Source: an optimization exercise on an open RTL-to-GDS flow (aim: small area and few clock cycles per item). Production flows keep margins and buffers that such runs may drop.
Only simulation tests tie the RTL to the original design; equivalence was not proved.

Design barrel_math_pipe, start of the top module:
module barrel_math_pipe #(
  parameter int H_RES   = 1080,
  parameter int V_RES   = 960,
  parameter int COORD_W = 12,
  parameter int FRAC_W  = 3,
  parameter int K_SHIFT = 24
) (
  input  logic               clk,
  input  logic               reset,
  input  logic               gen_en,
  input  logic [1:0]         mode,
  input  logic [15:0]        k_coef,
  output logic [31:0]        tIn_tdata,
  output logic               tIn_tvalid,
  input  logic               tIn_tready,
  input  logic [31:0]        tOut_tdata,
  input  logic               tOut_tvalid,
  output logic               tOut_tready,
  output logic [31:0]        rCin_tdata,
  output logic [15:0]        rPin_tdata,
  output logic               rCin_tvalid,
  output logic               rPin_tvalid,
  input  logic               rCin_tready,
  input  logic               rPin_tready,
  input  logic [31:0]        rOut_tdata,
  input  logic               rOut_tvalid,
  output logic               rOut_tready,
  output logic [COORD_W-1:0] xOut,
  output logic [COORD_W-1:0] yOut,
  output logic               addr_vld,
  input  logic               mem_ready,
  output logic               clipped,
  output logic               frame_done
);
Size: ~2,800 cells after synthesis, roughly 180 flip-flops, roughly 200 I/O pins, about 0.029 mm^2 of cells after synthesis.
Settings: LEC_CHECK=0, CAP_MARGIN=5, CORE_MARGIN=2, CORE_UTILIZATION=40, CTS_BUF_LIST=sky130_fd_sc_hd__clkbuf_8, SLEW_MARGIN=5, SYNTH_HIERARCHICAL=1, SYNTH_MINIMUM_KEEP_SIZE=0; clock period 9.0 ns.
standard.sh (not shown) runs the stock make flow with config.mk's settings and CLKGATE_MAP_FILE= SYNTH_SCRIPT=/design/flow/synth_recipe.tcl, a recipe that flattens the netlist after the stock synthesis.
==> flow/flow/run.sh <==
#!/bin/bash
# Standard layout with smaller port buffers, and no CTS dummy loads.
# Each ORFS step keeps its own log under orfs/logs/; make's output goes to
# flow_make.log.
set -euo pipefail
bash standard.sh \
  'BUFFER_PORTS_ARGS=-buffer_cell sky130_fd_sc_hd__buf_1' \
  'CTS_ARGS=-sink_clustering_enable -repair_clock_nets -dont_use_dummy_load' \
  finish > flow_make.log 2>&1
Testbench counts at the start, summed over its fixed seeds: cycles 16,016, items 16,000.
==> next run, changes <==
Settings changed: CAP_MARGIN 5 to 20, SLEW_MARGIN 5 to 20.
Global-route usage stays the same. Worst hold slack stays the same. Worst setup slack stays the same. Synthesized cell count stays the same. Clock skew stays the same. Die area does not change. Count of clock-buffer cells in the layout stays the same.
==> next run, changes <==
==> flow/run.sh (new file) <==
#!/bin/bash
# synth_recipe.tcl (not shown) runs the flow's synth.tcl, then flattens the netlist and writes it again
# the make line also repeats each setting of config.mk as NAME=value (left out here)
make -C /OpenROAD-flow-scripts/flow DESIGN_CONFIG=/design/flow/config.mk WORK_HOME=/design/flow/orfs CLKGATE_MAP_FILE= SYNTH_SCRIPT=/design/flow/synth_recipe.tcl finish
Settings changed: CTS_BUF_LIST sky130_fd_sc_hd__clkbuf_8 to not set.
removed: flow/flow/run.sh
removed: flow/standard.sh
The new run completed with no timing, DRC or antenna violations; design area climbs by a few percent; via count climbs by a few percent; synthesized area stays the same; first-iteration DRC count drops by a few percent; routed wire length climbs by a little under a tenth; utilization climbs by 2.4 points; fmax drops slightly; critical path depth does not change; count of clock-buffer cells in the layout is unchanged.

========
Another version of the RTL of barrel_math_pipe (not shown whole).
Size: about 2600 cells after synthesis, about 180 flip-flops.
Settings: LEC_CHECK=0, CAP_MARGIN=20, CORE_MARGIN=2, CORE_UTILIZATION=60, PLACE_DENSITY=0.75, SLEW_MARGIN=20, SYNTH_HIERARCHICAL=1, SYNTH_MINIMUM_KEEP_SIZE=0; clock period 9.0 ns.
==> flow/flow/run.sh <==
#!/bin/bash
# Standard layout with smaller port buffers and a clock tree of smaller buffers, without
# dummy loads. Each ORFS step keeps its own log under orfs/logs/; make's output goes to
# flow_make.log.
set -euo pipefail
bash standard.sh \
  'BUFFER_PORTS_ARGS=-buffer_cell sky130_fd_sc_hd__buf_1' \
  'CTS_ARGS=-sink_clustering_enable -sink_clustering_size 12 -repair_clock_nets -dont_use_dummy_load -buf_list sky130_fd_sc_hd__clkbuf_8' \
  finish > flow_make.log 2>&1
Testbench counts at the start, summed over its fixed seeds: cycles 16,016, items 16,000.
Then changed:
Settings changed: CORE_UTILIZATION 60 to 70, PLACE_DENSITY 0.75 to 0.85.
The changed run ran to the end with no violations.
Routed wire length rose by 1.9%.
First-iteration DRC count rose by 15%.
Global-route usage rose by 5.5 points.
Synthesized cell count stays the same.
Core utilization rose by 9.5 points.
Final cell count fell by 2.6%.
Then changed:
Settings changed: CORE_UTILIZATION 70 to 80, PLACE_DENSITY 0.85 to 0.92.
Maximum frequency stays flat.
Cell count is lower by 1.4%.
Design area stays flat.
Routed wire length is higher by about 10%.
First-iteration DRC count is higher by 43%.
Global-route usage is higher by 9.0 points.
Core utilization is higher by 11 points.

## what the ideal ports hide
Ports are ideal in the flow. The routed layouts listed here were re-timed in OpenROAD. Step 1 (the two cells are an assumption about what drives the block):
set clk [get_ports {clk}]
set_driving_cell -lib_cell sky130_fd_sc_hd__clkbuf_16 $clk
set_driving_cell -lib_cell sky130_fd_sc_hd__buf_2 [delete_from_list [all_inputs] $clk]
Step 2 also shifts input and output timing later by t, the mid clock arrival at the registers, as if the neighbouring blocks saw the same clock. Three values: no drivers, after step 1, after step 2; two values: the first two.
| run | shift t [ns] | setup slack, ns | slew at the worst register clock pin (ns) |
|---|---|---|---|
| the first run of note 1 | 0.520 | 0.405 / 0.353 / 0.455 | 0.08 / 0.08 |
| the second run of note 1 | 0.520 | 0.405 / 0.353 / 0.455 | 0.08 / 0.08 |
| the third run of note 1 | 0.542 | 0.306 / 0.253 / 0.315 | 0.09 / 0.09 |
| the first run of note 2 | 0.548 | 0.342 / 0.296 / 0.459 | 0.11 / 0.11 |
| the second run of note 2 | 0.516 | 0.284 / 0.284 / 0.284 | 0.10 / 0.10 |
| the third run of note 2 | 0.516 | 0.266 / 0.216 / 0.339 | 0.12 / 0.12 |
After both steps every run listed still meets setup and hold.
